What follows belongs to an exercise in optimizing a design on an open flow for small area, a short achievable clock period and few clock cycles; a production flow would make more cautious choices. Function was checked by simulation only, so behaviour that the tests miss may differ from the original.

## matrix_multiply_accumulate_top
module matrix_multiply_accumulate_top (
	input  logic               clk,
	input  logic               arst_n,
	input  logic               cfg_wr_en,
	input  logic [MSIZE_W-1:0] cfg_wr_data,
	input  logic               req_valid,
	output logic               req_ready,
	input  logic [REQ_W-1:0]   req_type,
	input  logic [IDX_W-1:0]   req_index,
	input  logic [DATA_W-1:0]  req_a_value,
	input  logic [DATA_W-1:0]  req_b_value,
	output logic               rsp_valid,
	input  logic               rsp_ready,
	output logic [DATA_W-1:0]  rsp_c_value
);
==> flow/config.mk <==
export PLATFORM = sky130hd
export DESIGN_NAME = matrix_multiply_accumulate_top
export DESIGN_NICKNAME = matrix_multiply_accumulate_top
export VERILOG_FILES = /design/flow/design.v
export SDC_FILE = /design/flow/constraint.sdc
export NUM_CORES = 4
export LEC_CHECK = 0
export CAP_MARGIN = 20
export CORE_MARGIN = 2
export CORE_UTILIZATION = 65
export CTS_BUF_LIST = sky130_fd_sc_hd__clkbuf_16
export CTS_CLUSTER_DIAMETER = 70
export CTS_CLUSTER_SIZE = 25
export PLACE_DENSITY = 0.72
export SETUP_SLACK_MARGIN = 4.6
export SLEW_MARGIN = 20
==> flow/constraint.sdc <==
create_clock -name core_clock -period 8.0 [get_ports {clk}]
set_input_delay 1.6000 -clock core_clock [delete_from_list [all_inputs] [get_ports {clk}]]
set_output_delay 1.6000 -clock core_clock [all_outputs]
set_load 0.01 [all_outputs]
run.sh (not shown) runs the stock make flow with config.mk's settings and CLKGATE_MAP_FILE= SYNTH_SCRIPT=/design/flow/synth_recipe.tcl, a recipe that flattens the netlist after the stock synthesis.
Testbench counts at the start, summed over its fixed seeds: cycles 16,329.
Then changed:
Settings changed: CORE_UTILIZATION 65 to 55, PLACE_DENSITY 0.72 to default.
Effect: Final area rises by 0.85%. Wire length rose by 3.7%. Clock-buffer cell count rises by 63. Sequential share of layout area decreases by 0.45 points.

matrix_multiply_accumulate_top, a different RTL version from the one above (not shown whole).
For scale: about 27000 cells after synthesis, about 120 I/O pins, about 0.42 mm2 of cells after synthesis.
Settings: LEC_CHECK=0, ABC_CLOCK_PERIOD_IN_PS=3500, CAP_MARGIN=20, CORE_MARGIN=2, CORE_UTILIZATION=40, SETUP_SLACK_MARGIN=4.5, SLEW_MARGIN=20; clock period 8.0 ns.
Testbench counts at the start, summed over its fixed seeds: cycles 16,581.
Then changed:
--- a/flow/config.mk
+++ b/flow/config.mk
@@ -8 +7,0 @@
-export ABC_CLOCK_PERIOD_IN_PS = 3500
@@ -12 +10,0 @@
-export SETUP_SLACK_MARGIN = 4.5
Outcome: Die area stays the same. Sequential share of layout area rose by 1.5 points. Global-route usage goes down by 1.7 points. Hold slack barely changes. Synthesized area stays the same.

Another version of the RTL of matrix_multiply_accumulate_top (not shown whole).
For scale: ~120 I/O pins, about 420000 sq um of cells after synthesis.
## matrix_multiply_accumulate_top
module matrix_multiply_accumulate_top (
	input  logic               clk,
	input  logic               arst_n,
	input  logic               cfg_wr_en,
	input  logic [MSIZE_W-1:0] cfg_wr_data,
	input  logic               req_valid,
	output logic               req_ready,
	input  logic [REQ_W-1:0]   req_type,
	input  logic [IDX_W-1:0]   req_index,
	input  logic [DATA_W-1:0]  req_a_value,
	input  logic [DATA_W-1:0]  req_b_value,
	output logic               rsp_valid,
	input  logic               rsp_ready,
	output logic [DATA_W-1:0]  rsp_c_value
);
make LEC_CHECK=0 CAP_MARGIN=20 CORE_MARGIN=2 CORE_UTILIZATION=65 CTS_BUF_LIST=sky130_fd_sc_hd__clkbuf_16 CTS_CLUSTER_DIAMETER=70 CTS_CLUSTER_SIZE=25 PLACE_DENSITY=0.72 SETUP_SLACK_MARGIN=4.6 SLEW_MARGIN=20 finish   # period 8.0 ns
Testbench counts at the start, summed over its fixed seeds: cycles 16,329.
Then changed:
CORE_UTILIZATION = 55   (was 65)
PLACE_DENSITY = default   (was 0.72)
Global-route usage went down by 5.0 points.
Area after synthesis stays the same.
Critical path depth goes up by 4.
Fmax is higher by 1.5%.
Final cell count went up by 5.2%.
Non-clock buffer count increases by 64.

-- what the ideal ports hide --
In the flow no input, the clock included, has a driving cell. The finished layouts below were timed again as built, in two steps. Step 1, drivers: a clkbuf_16 drives clk and a buf_2 each remaining input, both assumed. Step 2, shift: input delay + t, output delay - t, t = (earliest + latest rising clock arrival at the registers) / 2. This alone moves slack from input paths to output paths. a / b / c = ideal / step 1 / step 2; a / b = the first two.
run | t, ns | setup WS [ns] | worst setup path after step 2 | clock arrival spread, ns
the first run of note 1 | 1.274 | 4.372 / 4.372 / 3.575 | input to register | 0.132 / 0.133
the second run of note 1 | 1.317 | 4.454 / 4.294 / 3.604 | input to register | 0.109 / 0.109
the first run of note 2 | 1.286 | 4.072 / 3.911 / 3.762 | input to register | 0.123 / 0.122
the second run of note 2 | 1.252 | 2.503 / 2.503 / 2.503 | register to register | 0.128 / 0.128
the first run of note 3 | 1.286 | 4.388 / 4.248 / 3.796 | input to register | 0.090 / 0.089
the second run of note 3 | 1.281 | 4.441 / 4.377 / 3.494 | input to register | 0.095 / 0.095
After both steps every run listed still meets setup and hold. For the second run of note 3, which loses most, drivers alone change the setup slack by -0.064 ns; drivers and shift together by -0.947 ns.
